What follows belongs to an exercise in optimizing a design on an open flow for a short achievable clock period and few clock cycles; a production flow would make more cautious choices. In this exercise RTL edits were held to simulation tests only and were not proved equivalent to the original. Power figures rest on the tool's default switching activity, not on a simulated workload.

==> design/flow/design.v <==
`default_nettype none
package mc_pkg;
    localparam int XLEN = 32;
    typedef enum logic [1:0] {
        ALU_OP_ADD  = 2'b00,
        ALU_OP_SUB  = 2'b01,
        ALU_OP_FUNC = 2'b10
    } t_alu_op;
    typedef enum logic [2:0] {
        ALU_ADD = 3'b000,
        ALU_SUB = 3'b001,
        ALU_AND = 3'b010,
        ALU_OR  = 3'b011,
        ALU_SLT = 3'b101
    } t_alu_ctrl;
    typedef enum logic [1:0] {
        SRC_A_PC     = 2'b00,
        SRC_A_OLD_PC = 2'b01,
        SRC_A_RS1    = 2'b10
    } t_src_a;
    typedef enum logic [1:0] {
        SRC_B_RS2  = 2'b00,
        SRC_B_IMM  = 2'b01,
        SRC_B_FOUR = 2'b10
    } t_src_b;
    typedef enum logic [1:0] {
        RES_ALU_OUT = 2'b00,
        RES_DATA    = 2'b01,
        RES_ALU     = 2'b10
    } t_result_src;
    typedef struct packed {
        logic [6:0] funct7;
        logic [4:0] rs2;
        logic [4:0] rs1;
        logic [2:0] funct3;
        logic [4:0] rd;
        logic [6:0] opcode;
    } t_instr_r;
    typedef struct packed {
        logic [11:0] imm;
        logic [4:0]  rs1;
        logic [2:0]  funct3;
        logic [4:0]  rd;
        logic [6:0]  opcode;
    } t_instr_i;
    typedef struct packed {
        logic [6:0] imm_hi;
        logic [4:0] rs2;
        logic [4:0] rs1;
        logic [2:0] funct3;
        logic [4:0] imm_lo;
        logic [6:0] opcode;
    } t_instr_s;
    typedef struct packed {
        logic       imm_12;
        logic [5:0] imm_10_5;
        logic [4:0] rs2;
        logic [4:0] rs1;
        logic [2:0] funct3;
        logic [3:0] imm_4_1;
        logic       imm_11;
        logic [6:0] opcode;
    } t_instr_b;
    typedef struct packed {
        logic       imm_20;
        logic [9:0] imm_10_1;
        logic       imm_11;
        logic [7:0] imm_19_12;
        logic [4:0] rd;
        logic [6:0] opcode;
    } t_instr_j;
    typedef union packed {
        t_instr_r r;
        t_instr_i i;
        t_instr_s s;
        t_instr_b b;
        t_instr_j j;
    } t_instr;
    localparam logic [6:0] OP_LOAD   = 7'b0000011;
    localparam logic [6:0] OP_STORE  = 7'b0100011;
    localparam logic [6:0] OP_R      = 7'b0110011;
    localparam logic [6:0] OP_I      = 7'b0010011;
    localparam logic [6:0] OP_BRANCH = 7'b1100011;
    localparam logic [6:0] OP_JAL    = 7'b1101111;
endpackage
`default_nettype wire
`timescale 1ns/1ps
`default_nettype none
module alu_addsub
(
    input  logic [31:0] i_a,
    input  logic [31:0] i_b,
    input  logic        i_sub,
    output logic [31:0] o_arith,     
    output logic        o_lt         
);
    logic [31:0] x;
    logic [31:0] c_add, c_sub;
    logic [31:0] c;
    logic [31:0] y;
    logic        diff31;
    assign x = i_a ^ i_b;
    ks_prefix u_c_add (.i_g(i_a & i_b), .i_p(x), .o_c(c_add));
    ks_prefix u_c_sub (.i_g((i_a & ~i_b) | {31'd0, ~x[0]}), .i_p(~x), .o_c(c_sub));
    assign c       = i_sub ? {c_sub[30:0], 1'b1} : {c_add[30:0], 1'b0};
    assign y       = x ^ {32{i_sub}};
    assign o_arith = y ^ c;
    assign diff31 = ~x[31] ^ c_sub[30];
    assign o_lt   = x[31] ? i_a[31] : diff31;
endmodule
`default_nettype wire
`timescale 1ns/1ps
`default_nettype none
module reg_file
(
    input  logic        clk,
    input  logic        arstn,
    input  logic [4:0]  i_rs1,
    input  logic [4:0]  i_rs2,
    input  logic [31:1] i_we,      
    input  logic [31:0] i_wdata,
    output logic [31:0] o_rdata1,
    output logic [31:0] o_rdata2
);
    logic [31:0] regs [1:31];
    always_ff @(posedge clk, negedge arstn) begin
        if (!arstn) begin
            for (int i = 1; i < 32; i++) begin
                regs[i] <= '0;
            end
        end else begin
            for (int i = 1; i < 32; i++) begin
                if (i_we[i]) regs[i] <= i_wdata;
            end
        end
    end
    assign o_rdata1 = (i_rs1 == 5'd0) ? '0 : regs[i_rs1];
    assign o_rdata2 = (i_rs2 == 5'd0) ? '0 : regs[i_rs2];
endmodule
`default_nettype wire
`timescale 1ns/1ps
`default_nettype none
module ks_adder
#(
    parameter int W = 32,
    parameter int L = 5      
)
(
    input  logic [W-1:0] i_a,
    input  logic [W-1:0] i_b,
    input  logic         i_cin,
    output logic [W-1:0] o_sum
);
    logic [W-1:0] g [0:L];
    logic [W-1:0] p [0:L];
    logic [W-1:0] x;
    logic [W-1:0] c;
    assign x = i_a ^ i_b;
    assign g[0] = (i_a & i_b) | {{(W-1){1'b0}}, x[0] & i_cin};
    assign p[0] = x;
    for (genvar l = 0; l < L; l++) begin : g_level
        for (genvar i = 0; i < W; i++) begin : g_bit
            if (i >= (1 << l)) begin : g_comb
                assign g[l+1][i] = g[l][i] | (p[l][i] & g[l][i - (1 << l)]);
                assign p[l+1][i] = p[l][i] & p[l][i - (1 << l)];
            end else begin : g_pass
                assign g[l+1][i] = g[l][i];
                assign p[l+1][i] = p[l][i];
            end
        end
    end
    assign c     = {g[L][W-2:0], i_cin};
    assign o_sum = x ^ c;
endmodule
`default_nettype wire
`default_nettype none
module ks_prefix
#(
    parameter int W = 32,
    parameter int L = 5      
)
(
    input  logic [W-1:0] i_g,
    input  logic [W-1:0] i_p,
    output logic [W-1:0] o_c
);
    logic [W-1:0] g [0:L];
    logic [W-1:0] p [0:L];
    assign g[0] = i_g;
    assign p[0] = i_p;
    for (genvar l = 0; l < L; l++) begin : g_level
        for (genvar i = 0; i < W; i++) begin : g_bit
            if (i >= (1 << l)) begin : g_comb
                assign g[l+1][i] = g[l][i] | (p[l][i] & g[l][i - (1 << l)]);
                assign p[l+1][i] = p[l][i] & p[l][i - (1 << l)];
            end else begin : g_pass
                assign g[l+1][i] = g[l][i];
                assign p[l+1][i] = p[l][i];
            end
        end
    end
    assign o_c = g[L];
endmodule
`default_nettype wire
`timescale 1ns/1ps
`default_nettype none
import mc_pkg::*;
module mc_core_top
#(
    parameter logic [mc_pkg::XLEN-1:0] RESET_PC = 32'h0
)
(
    input  logic            clk,
    input  logic            arstn,
    input  logic [mc_pkg::XLEN-1:0] i_mem_rdata,
    output logic [mc_pkg::XLEN-1:0] o_mem_addr,
    output logic [mc_pkg::XLEN-1:0] o_mem_wdata,
    output logic            o_mem_we
);
    logic [31:0] maddr;       
    logic [31:0] fa;          
    logic        mcyc;        
    logic        mwe;         
    logic        mld;         
    logic [31:0] mwdata;
    logic        w_wen;       
    logic [4:0]  w_rd;        
    logic [31:0] w_data;
    logic        ir_valid;
    logic [31:0] ir;
    logic [31:0] ir_pc;
    logic [31:0] ir_pc4;
    logic        ir_pred;     
    logic [31:0] ir_ptarget;  
    localparam int NJ = 4;
    logic [NJ-1:0] jt_valid;
    logic [29:0]   jt_tag    [NJ];
    logic [29:0]   jt_tagm1  [NJ];  
    logic [31:0]   jt_target [NJ];
    logic [1:0]    jt_ptr;
    logic [NJ-1:0] jt_hv;     
    localparam int NB = 16;
    logic [NB-1:0] ib_valid;
    logic [29:0]   ib_tag  [NB];
    logic [29:0]   ib_tagm1 [NB];   
    logic [31:0]   ib_data [NB];
    logic [NB-1:0] ib_ptr;    
    logic          ib_ins;    
    logic [NB-1:0] ib_hv;     
    logic        e_valid;
    logic [31:0] e_a;
    logic [31:0] e_b;
    logic [31:0] e_sd;        
    logic [31:0] e_target;    
    logic [4:0]  e_rd;
    logic        e_wen;       
    logic        e_load;
    logic        e_store;
    logic        e_beq;       
    logic        e_add;
    logic        e_sub;
    logic        e_slt;
    logic        e_or;
    logic        e_and;
    logic        e_chk;       
    logic [4:0]  d_rs1;
    logic [4:0]  d_rs2;
    logic [31:0] rf_rdata1;
    logic [31:0] rf_rdata2;
    logic        rf_we;
    logic [31:1] rf_we_oh;    
    logic [31:0] rf_wdata;
    assign rf_we    = w_wen || mld;
    assign rf_wdata = mld ? i_mem_rdata : w_data;
    reg_file u_reg_file (
        .clk      (clk),
        .arstn    (arstn),
        .i_rs1    (d_rs1),
        .i_rs2    (d_rs2),
        .i_we     (rf_we_oh),
        .i_wdata  (rf_wdata),
        .o_rdata1 (rf_rdata1),
        .o_rdata2 (rf_rdata2)
    );
    logic [6:0]  d_op;
    logic [2:0]  d_f3;
    logic [4:0]  d_rd;
    logic        d_alu_f3_ok;
    logic        d_load, d_store, d_beq, d_jal, d_r, d_i;
    logic        d_beq_same;
    logic        d_uncond;
    logic        d_wen;
    logic        d_use1, d_use2;
    logic [31:0] d_imm_i, d_imm_s, d_imm_b, d_imm_j;
    logic [31:0] d_target;
    logic [31:0] d_target_j, d_target_b;
    assign d_op  = ir[6:0];
    assign d_f3  = ir[14:12];
    assign d_rd  = ir[11:7];
    assign d_rs1 = ir[19:15];
    assign d_rs2 = ir[24:20];
    assign d_alu_f3_ok = (d_f3 == 3'b000) || (d_f3 == 3'b010) ||
                         (d_f3 == 3'b110) || (d_f3 == 3'b111);
    assign d_load  = (d_op == OP_LOAD)   && (d_f3 == 3'b010);
    assign d_store = (d_op == OP_STORE)  && (d_f3 == 3'b010);
    assign d_beq   = (d_op == OP_BRANCH) && (d_f3 == 3'b000);
    assign d_jal   = (d_op == OP_JAL);
    assign d_r     = (d_op == OP_R) && d_alu_f3_ok && (!ir[30] || d_f3 == 3'b000);
    assign d_i     = (d_op == OP_I) && d_alu_f3_ok;
    assign d_beq_same = d_beq && (d_rs1 == d_rs2);
    assign d_uncond   = d_jal || d_beq_same;
    assign d_wen   = (d_load || d_r || d_i || d_jal) && (d_rd != 5'd0);
    assign d_use1  = d_load || d_store || d_beq || d_r || d_i;
    assign d_use2  = d_store || d_beq || d_r;
    assign d_imm_i = {{20{ir[31]}}, ir[31:20]};
    assign d_imm_s = {{20{ir[31]}}, ir[31:25], ir[11:7]};
    assign d_imm_b = {{20{ir[31]}}, ir[7], ir[30:25], ir[11:8], 1'b0};
    assign d_imm_j = {{12{ir[31]}}, ir[19:12], ir[20], ir[30:21], 1'b0};
    ks_adder u_add_tj (.i_a(ir_pc), .i_b(d_imm_j), .i_cin(1'b0), .o_sum(d_target_j));
    ks_adder u_add_tb (.i_a(ir_pc), .i_b(d_imm_b), .i_cin(1'b0), .o_sum(d_target_b));
    assign d_target   = d_jal ? d_target_j : d_target_b;
    logic [31:0] e_sum;
    logic [31:0] e_diff;
    logic        e_lt;
    logic [31:0] e_res;
    logic        e_eq;
    alu_addsub u_alu (.i_a(e_a), .i_b(e_b), .i_sub(e_sub), .o_arith(e_diff), .o_lt(e_lt));
    assign e_sum  = e_diff;
    assign e_eq   = (e_a == e_b);
    assign e_res  = ({32{e_add || e_sub}} & e_diff) |
                    ({32{e_slt}} & {31'd0, e_lt}) | ({32{e_or}} & (e_a | e_b)) |
                    ({32{e_and}} & (e_a & e_b));
    logic        e_redirect;
    logic        e_mem;
    logic        d_stall;
    logic        d_fire;
    logic        d_redirect;
    logic        redirect;
    logic [31:0] redirect_target;
    logic        f_ok;
    logic [31:0] f_word;
    logic [31:0] nfa;
    logic        jt_hit;
    logic [31:0] jt_hit_target;
    logic        ib_hit;
    logic [31:0] ib_hit_data;
    logic        fwd_e1, fwd_e2;
    logic        fwd_w1, fwd_w2;
    logic [31:0] d_v1, d_v2;
    assign e_redirect = e_valid && ((e_beq && e_eq) || e_chk);
    assign e_mem      = e_valid && (e_load || e_store);
    assign d_stall    = ir_valid && e_valid && e_load && (e_rd != 5'd0) &&
                        ((d_use1 && (e_rd == d_rs1)) || (d_use2 && (e_rd == d_rs2)));
    assign d_fire     = ir_valid && !d_stall && !e_redirect;
    assign d_redirect = ir_valid && !d_stall && (d_uncond ^ ir_pred);
    assign redirect   = e_redirect || d_redirect;
    always_comb begin
        jt_hit_target = '0;
        for (int k = 0; k < NJ; k++) begin
            if (jt_hv[k]) jt_hit_target = jt_hit_target | jt_target[k];
        end
        ib_hit_data = '0;
        for (int k = 0; k < NB; k++) begin
            if (ib_hv[k]) ib_hit_data = ib_hit_data | ib_data[k];
        end
    end
    assign jt_hit = |jt_hv;
    assign ib_hit = |ib_hv;
    assign f_ok   = !d_stall && (!mcyc || ib_hit);
    assign f_word = mcyc ? ib_hit_data : i_mem_rdata;
    logic [31:0]   fa_seq;
    logic [NJ-1:0] jt_hv_seq, jt_hv_jt, jt_hv_next;
    logic [NB-1:0] ib_hv_seq, ib_hv_jt, ib_hv_next;
    logic [NB-1:0] ib_inv;
    logic [NB-1:0] ib_put;
    logic          jt_put;
    logic          hit_next;
    ks_adder u_add_seq (.i_a(fa), .i_b(32'd4), .i_cin(1'b0), .o_sum(fa_seq));
    assign jt_put = ir_valid && !d_stall && d_uncond && !ir_pred;
    always_comb begin
        for (int j = 0; j < NJ; j++) begin
            jt_hv_seq[j] = jt_valid[j] && (jt_tagm1[j] == fa[31:2]);
            jt_hv_jt[j]  = 1'b0;
            for (int k = 0; k < NJ; k++) begin
                if (jt_hv[k] && jt_valid[j] && (jt_tag[j] == jt_target[k][31:2])) jt_hv_jt[j] = 1'b1;
            end
        end
        for (int j = 0; j < NB; j++) begin
            ib_hv_seq[j] = ib_valid[j] && (ib_tagm1[j] == fa[31:2]);
            ib_hv_jt[j]  = 1'b0;
            for (int k = 0; k < NJ; k++) begin
                if (jt_hv[k] && ib_valid[j] && (ib_tag[j] == jt_target[k][31:2])) ib_hv_jt[j] = 1'b1;
            end
            ib_inv[j] = mwe && (ib_tag[j] == maddr[31:2]);
            ib_put[j] = ib_ins && ib_ptr[j];
        end
    end
    always_comb begin
        if (e_redirect)    redirect_target = e_target;
        else if (ir_pred)  redirect_target = ir_pc4;
        else if (d_jal)    redirect_target = d_target_j;
        else               redirect_target = d_target_b;
        if (redirect)      nfa = redirect_target;
        else if (!f_ok)    nfa = fa;
        else if (jt_hit)   nfa = jt_hit_target;
        else               nfa = fa_seq;
    end
    always_comb begin
        if (redirect) begin
            jt_hv_next = '0;
            ib_hv_next = '0;
        end else if (!f_ok) begin
            jt_hv_next = jt_hv;
            ib_hv_next = ib_hv;
        end else if (jt_hit) begin
            jt_hv_next = jt_hv_jt;
            ib_hv_next = ib_hv_jt;
        end else begin
            jt_hv_next = jt_hv_seq;
            ib_hv_next = ib_hv_seq;
        end
        ib_hv_next = ib_hv_next & ~ib_inv & ~ib_put;
    end
    always_comb begin
        if (redirect)    hit_next = 1'b0;
        else if (!f_ok)  hit_next = ib_hit;
        else if (jt_hit) hit_next = |ib_hv_jt;
        else             hit_next = |ib_hv_seq;
    end
    assign fwd_e1 = e_valid && e_wen && (e_rd == d_rs1);
    assign fwd_e2 = e_valid && e_wen && (e_rd == d_rs2);
    assign fwd_w1 = rf_we && (w_rd == d_rs1) && (d_rs1 != 5'd0);
    assign fwd_w2 = rf_we && (w_rd == d_rs2) && (d_rs2 != 5'd0);
    assign d_v1   = fwd_w1 ? rf_wdata : rf_rdata1;
    assign d_v2   = fwd_w2 ? rf_wdata : rf_rdata2;
    always_ff @(posedge clk, negedge arstn) begin
        if (!arstn) begin
            maddr    <= RESET_PC;
            fa       <= RESET_PC;
            mcyc     <= 1'b0;
            mwe      <= 1'b0;
            mld      <= 1'b0;
            w_wen    <= 1'b0;
            ir_valid <= 1'b0;
            e_valid  <= 1'b0;
            jt_valid <= '0;
            jt_ptr   <= '0;
            jt_hv    <= '0;
            ib_valid <= '0;
            ib_ptr   <= NB'(1);
            ib_ins   <= 1'b1;
            rf_we_oh <= '0;
            ib_hv    <= '0;
        end else begin
            maddr   <= e_mem ? e_sum : nfa;
            fa      <= nfa;
            jt_hv   <= jt_hv_next;
            ib_hv   <= ib_hv_next;
            mcyc    <= e_mem;
            mwe     <= e_valid && e_store;
            mld     <= e_valid && e_load && (e_rd != 5'd0);
            w_wen   <= e_valid && e_wen;
            e_valid <= d_fire && (d_load || d_store || (d_beq && !d_beq_same) || d_wen ||
                                  (d_uncond && ir_pred));
            if (!d_stall) begin
                ir_valid <= f_ok && !redirect;
            end
            if (jt_put) begin
                jt_valid[jt_ptr] <= 1'b1;
                jt_ptr <= jt_ptr + 1'b1;
            end
            if (ib_ins) begin
                ib_ptr <= {ib_ptr[NB-2:0], ib_ptr[NB-1]};
            end
            ib_ins <= !e_mem && !hit_next;
            for (int i = 1; i < 32; i++) begin
                rf_we_oh[i] <= e_valid && (e_wen || e_load) && (e_rd == 5'(i));
            end
            ib_valid <= (ib_valid & ~ib_inv) | ib_put;
        end
    end
    always_ff @(posedge clk) begin
        mwdata <= e_sd;
        w_rd   <= e_rd;
        w_data <= e_res;
        if (!d_stall) begin
            ir         <= f_word;
            ir_pc      <= fa;
            ir_pc4     <= fa_seq;
            ir_pred    <= jt_hit;
            ir_ptarget <= jt_hit_target;
        end
        if (jt_put) begin
            jt_tag[jt_ptr]    <= ir_pc[31:2];
            jt_tagm1[jt_ptr]  <= ir_pc[31:2] - 30'd1;
            jt_target[jt_ptr] <= d_target;
        end
        for (int k = 0; k < NB; k++) begin
            if (ib_put[k]) begin
                ib_tag[k]  <= fa[31:2];
                ib_tagm1[k] <= fa[31:2] - 30'd1;
                ib_data[k] <= i_mem_rdata;
            end
        end
        if (fwd_e1 && !d_jal)            e_a <= e_res;
        else if (d_jal)                  e_a <= ir_pc;
        else                             e_a <= d_v1;
        if (fwd_e2 && (d_r || d_beq))    e_b <= e_res;
        else if (d_r || d_beq)           e_b <= d_v2;
        else if (d_store)                e_b <= d_imm_s;
        else if (d_jal)                  e_b <= 32'd4;
        else                             e_b <= d_imm_i;
        e_sd      <= fwd_e2 ? e_res : d_v2;
        e_target  <= d_target;
        e_rd      <= d_rd;
        e_wen     <= d_wen && !d_load;
        e_load    <= d_load;
        e_store   <= d_store;
        e_beq     <= d_beq && !d_beq_same;
        e_sub     <= d_r && (d_f3 == 3'b000) && ir[30];
        e_slt     <= (d_r || d_i) && (d_f3 == 3'b010);
        e_or      <= (d_r || d_i) && (d_f3 == 3'b110);
        e_and     <= (d_r || d_i) && (d_f3 == 3'b111);
        e_add     <= !((d_r || d_i) && ((d_f3 == 3'b010) || (d_f3 == 3'b110) ||
                                        (d_f3 == 3'b111) || ir[30] && d_r));
        e_chk     <= d_uncond && ir_pred && (ir_ptarget != d_target);
    end
    assign o_mem_addr  = maddr;
    assign o_mem_wdata = mwdata;
    assign o_mem_we    = mwe;
endmodule
`default_nettype wire
==> design/flow/run.sh <==
#!/bin/bash
# synth_recipe.tcl (not shown) runs the flow's synth.tcl, then flattens the netlist and writes it again
# the make line also repeats each setting of config.mk as NAME=value (left out here)
make -C /OpenROAD-flow-scripts/flow DESIGN_CONFIG=/design/flow/config.mk WORK_HOME=/design/flow/orfs CLKGATE_MAP_FILE= SYNTH_SCRIPT=/design/flow/synth_recipe.tcl finish
==> design/flow/config.mk <==
export PLATFORM = sky130hd
export DESIGN_NAME = mc_core_top
export DESIGN_NICKNAME = mc_core_top
export VERILOG_FILES = /design/flow/design.v
export SDC_FILE = /design/flow/constraint.sdc
export NUM_CORES = 4
export LEC_CHECK = 0
export ABC_CLOCK_PERIOD_IN_PS = 3000
export CAP_MARGIN = 20
export CELL_PAD_IN_SITES_GLOBAL_PLACEMENT = 2
export CORE_MARGIN = 2
export CORE_UTILIZATION = 40
export GPL_ROUTABILITY_DRIVEN = 1
export GPL_TIMING_DRIVEN = 1
export PLACE_DENSITY = 0.5
export SETUP_SLACK_MARGIN = 5
export SLEW_MARGIN = 20
==> design/flow/constraint.sdc <==
create_clock -name core_clock -period 8.5 [get_ports {clk}]
set_input_delay 1.7000 -clock core_clock [delete_from_list [all_inputs] [get_ports {clk}]]
set_output_delay 1.7000 -clock core_clock [all_outputs]
set_load 0.01 [all_outputs]
==> results by group <==
Worst setup path
  – Crit end category: flip-flop
  – Setup slack, reg-to-reg: 4730 ps
  – WS Path Type: reg -> reg
  – Worst Path Buf+Inv: 1
  – Slowest cell on the critical path: buf_4
  – Setup crit start: fa[15]
  – Crit start category: flip-flop
  – RR Endpoint: maddr[29]
  – Critical Path RT: 9400 ps
  – Crit path depth: 10
  – Largest stage delay, worst path: 650 ps
  – FF-to-FF path depth: 10
  – Crit path arrival time: 4670 ps
  – End point of the critical path: maddr[29]
  – Crit Path Max Fanout: 21
  – Worst R2R Start: fa[15]
  – CP top delay family: simple AND/OR/NAND/NOR gates
  – CP Cell Sequence: buf_4 -> nand3_1 -> nor3_2 -> and2_1 -> xor2_1 -> a21oi_1 -> nor2_1 -> a211oi_1 -> o311a_4 -> a21oi_2

Job
  – Max Cap Viol: 0

Die
  – Core ar.: 0.437 mm2
  – Die ar.: 0.444 mm2
  – Row count: 243
  – Initial core utilization: 40.1%
  – I/O pin count: 99
  – DIE HEIGHT: 666 um
  – Die Wd: 666 um

Clocking
  – Clock latency (worst-skew pair): 1050 ps
  – Sink Count: 3331
  – Hold_buf cts: 0
  – Htree depth: 5
  – CTS tree: done
  – CTS root buf: clkbuf_16
  – Inserted Clock Buffers: 382
  – Worst-path clk slew: 60 ps
  – CTS max path bufs: 4

Synthesis
  – Mapped Area: 0.175 mm2
  – Ys Warns: 44
  – Top cell type by total area after synthesis: edfxtp_1
  – Syn Inst Count: 16.3k
  – Number of distinct library cells after synthesis: 109
  – Predominant post-synthesis flop cell: edfxtp_1
  – Sequential cell area fraction in the yosys report: 52.5%
  – Share of the synthesized area in the top cell type: 33.7%
  – Number of synthesized flops with an enable pin: 1967
  – Avg Cell Area, Syn: 10.7 um2
  – FFs w/ async S/R, synth: 34.6%
  – Ranking of synthesized cells by area: edfxtp_1 34%, dfrtp_1 16%, xnor2_1 11%
  – Mapped Nets: 16.5k
  – Yosys reg bits: 3331

Place
  – Final GP Congestion: 1.04
  – # port buffers: 98
  – Dpl ws: 3420 ps
  – DP HPWL: 681000 um

GRT
  – Grt ovf: 0
  – Initial antenna violation count: 128
  – Largest net degree at the start of global routing: 160
  – Vias in the first global route: 143k
  – First-pass GRT wire length: 1420000 um
  – GRT Util Overall: 48.0%

STA
  – Final clock skew: 62.6 ps
  – Slew HR: 16.9%
  – Final setup viols: 0
  – RSZ-0062 raised after global routing: true
  – Worst-margin pin slew: 1250 ps
  – Tmin final: 3770 ps
  – Setup TNS: 0 ps
  – Final Max Slew Viols: 0
  – Fmax: 265 MHz
  – Final hold vios: 0
  – Setup WS post-layout: 4730 ps
  – Fin crit share: 44.4%

Final layout
  – P&R area growth vs syn: 17.5%
  – Share of cells above drive strength 1: 16.0%
  – Reg area: 0.0925 mm2
  – Fillers: 39.9k
  – Area occupied by multi-input gates: 0.0808 mm2
  – NumNets Final: 16.4k
  – Leading cell types in the layout, fill and taps excluded: 2146 x xnor2_1, 1967 x edfxtp_1, 1481 x xor2_1, 1298 x a21oi_1, 1279 x nor2_1
  – Commonest non-fill, non-tap cell in the layout: xnor2_1

Power and ir drop
  – Pwr Density: 240 mW/mm2
  – Lkg Pwr: 70.7 nW
  – Maximum vdd drop: 0.195 mV

Routing
  – First-iteration detailed-routing DRC count: 30.5k
  – Via density: 6.96
  – DR vias: 156k
  – Residual DRC count: 0
  – Antenna Violating Nets Remaining: 0
  – Final wirelength: 1100000 um
  – Initial DRT Pass Iterations: 10
  – Routed WL per cell: 49.2 um

Hold path
  – HP Class: reg -> reg
  – Hold path start: e_sd[7]

Outcome
  – Status: finished clean
metal layers:
| layer | wire (um) | part of all wire (%) | up-vias | global-route usage (%) |
|---|---|---|---|---|
| li1 | - | - | 58287 | - |
| met4 | 109000 | 9.9 | 62 | 37.8 |
| met5 | 922 | 0.084 | - | 0.347 |
| met3 | 151000 | 14 | 4351 | 18.3 |
| met1 | 394000 | 36 | 78768 | 58.9 |
| met2 | 446000 | 41 | 14454 | 67.5 |
logic make-up after synthesis:
| logic type | Yosys count | synth area share [%] |
|---|---|---|
| xor+xnor | 3691 | 18.5 |
| mux | 111 | 0.662 |
| buf+inv | 1988 | 4.35 |
| simple gates | 3816 | 10.8 |
| compound gates | 3250 | 12.1 |
| flops | 3331 | 52.5 |
| fa+ha+maj | 150 | 1.08 |
repair_timing:
| action | 4_1_cts | 5_1_grt |
|---|---|---|
| pin swaps | 119 | 116 |
| endpoints found under the setup margin | 1123 | 633 |
| gates cloned | 18 | 9 |
| resized for setup | 831 | 324 |
| buffers inserted | 302 | 130 |
registers in the layout, summed over array words and instances (netlist names), 31 cells and up:
signal and count:
mwdata 32, u_reg_file.regs 992, rf_we_oh 31, jt_tag 120, ir_pc 32, e_a 32
ib_tag 480, ib_data 512, ir_ptarget 32, ib_tagm1 480, fa 32, maddr 32
e_b 32, ir 32, jt_target 128, e_target 32, w_data 32, jt_tagm1 120
e_sd 32
how the worst min path moves through the flow:
stage | cells past startpoint | slack, ps | endpoint
after floorplan | 0 | 310 | mwdata[0]
after global placement | 0 | 320 | mwdata[7]
after detailed placement | 0 | 330 | mwdata[7]
after CTS | 0 | 330 | mwdata[7]
after global routing | 0 | 340 | mwdata[7]
final | 0 | 330 | mwdata[7]
power breakdown:
part           internal [mW]  switching [mW]
logic                   3.70            9.40
clock network           10.0            7.52
registers               18.2           0.688
Yosys cell counts, types with 33 or more instances:
| cell | number |
|---|---|
| dfrtp_1 | 1150 |
| o21ai_0 | 203 |
| o21a_1 | 33 |
| buf_2 | 106 |
| xor2_1 | 1504 |
| a211oi_1 | 60 |
| and3_1 | 43 |
| nand4_1 | 725 |
| dfxtp_1 | 212 |
| nand2b_1 | 36 |
| ha_1 | 148 |
| a222oi_1 | 64 |
| a21o_1 | 56 |
| nor4_1 | 594 |
| o211ai_1 | 34 |
| a22oi_1 | 1013 |
| mux2_2 | 40 |
| mux2i_1 | 71 |
| nand3_1 | 255 |
| edfxtp_1 | 1967 |
| or3_1 | 35 |
| inv_1 | 189 |
| buf_1 | 607 |
| nor3_1 | 147 |
| xnor2_1 | 2184 |
| clkbuf_1 | 1078 |
| a21oi_1 | 1355 |
| a221oi_1 | 84 |
| a22o_1 | 80 |
| nand2_1 | 478 |
| nor2_1 | 1355 |
per-stage QoR:
stage                     total power [mW]  hold WS (ps)  utilization, %  std cells  instance area (um2)
after floorplan                       23.6           310               -      16337               175000
after global placement                29.8           319            42.1      21086               184000
final                                 49.5           334            47.2      22393               206000
after detailed placement              29.8           326            42.2      21096               184000
after CTS                             48.4           333            46.5      22130               203000
after global routing                  50.1           342            47.1      22302               206000
layout make-up:
class,instances,area share (%)
Inverter,191,0.364
Tap cell,5757,3.49
Sequential cell,3331,44.9
Clock inverter,224,1.21
Antenna cell,123,0.149
Multi-Input combinational cell,11038,39.2
Timing Repair Buffer,1239,5.62
Clock buffer,490,5.11
Testbench counts, summed over its fixed seeds: cycles 43,463.

static timing again, ports no longer ideal:
No port has a modelled driver above. Below, the same layout with a new extraction and two added sets of constraints. Step 1: set_driving_cell puts a clkbuf_16 on clk and a buf_2 on each other input, an assumption about the parent block. Step 2, shift: input delay + t, output delay - t, t = (earliest + latest rising clock arrival at the registers) / 2. This alone moves slack from input paths to output paths. Slacks: ideal / step 1 / step 2; pairs: ideal / step 1.
shift t [ns]: 1.169
setup slack, ns: 4.728 / 4.728 / 3.929
hold WS [ns]: 0.334 / 0.334 / 0.334
After both steps this run still meets setup and hold. For this run, drivers alone change the setup slack by 0.000 ns; drivers and shift together by -0.799 ns.
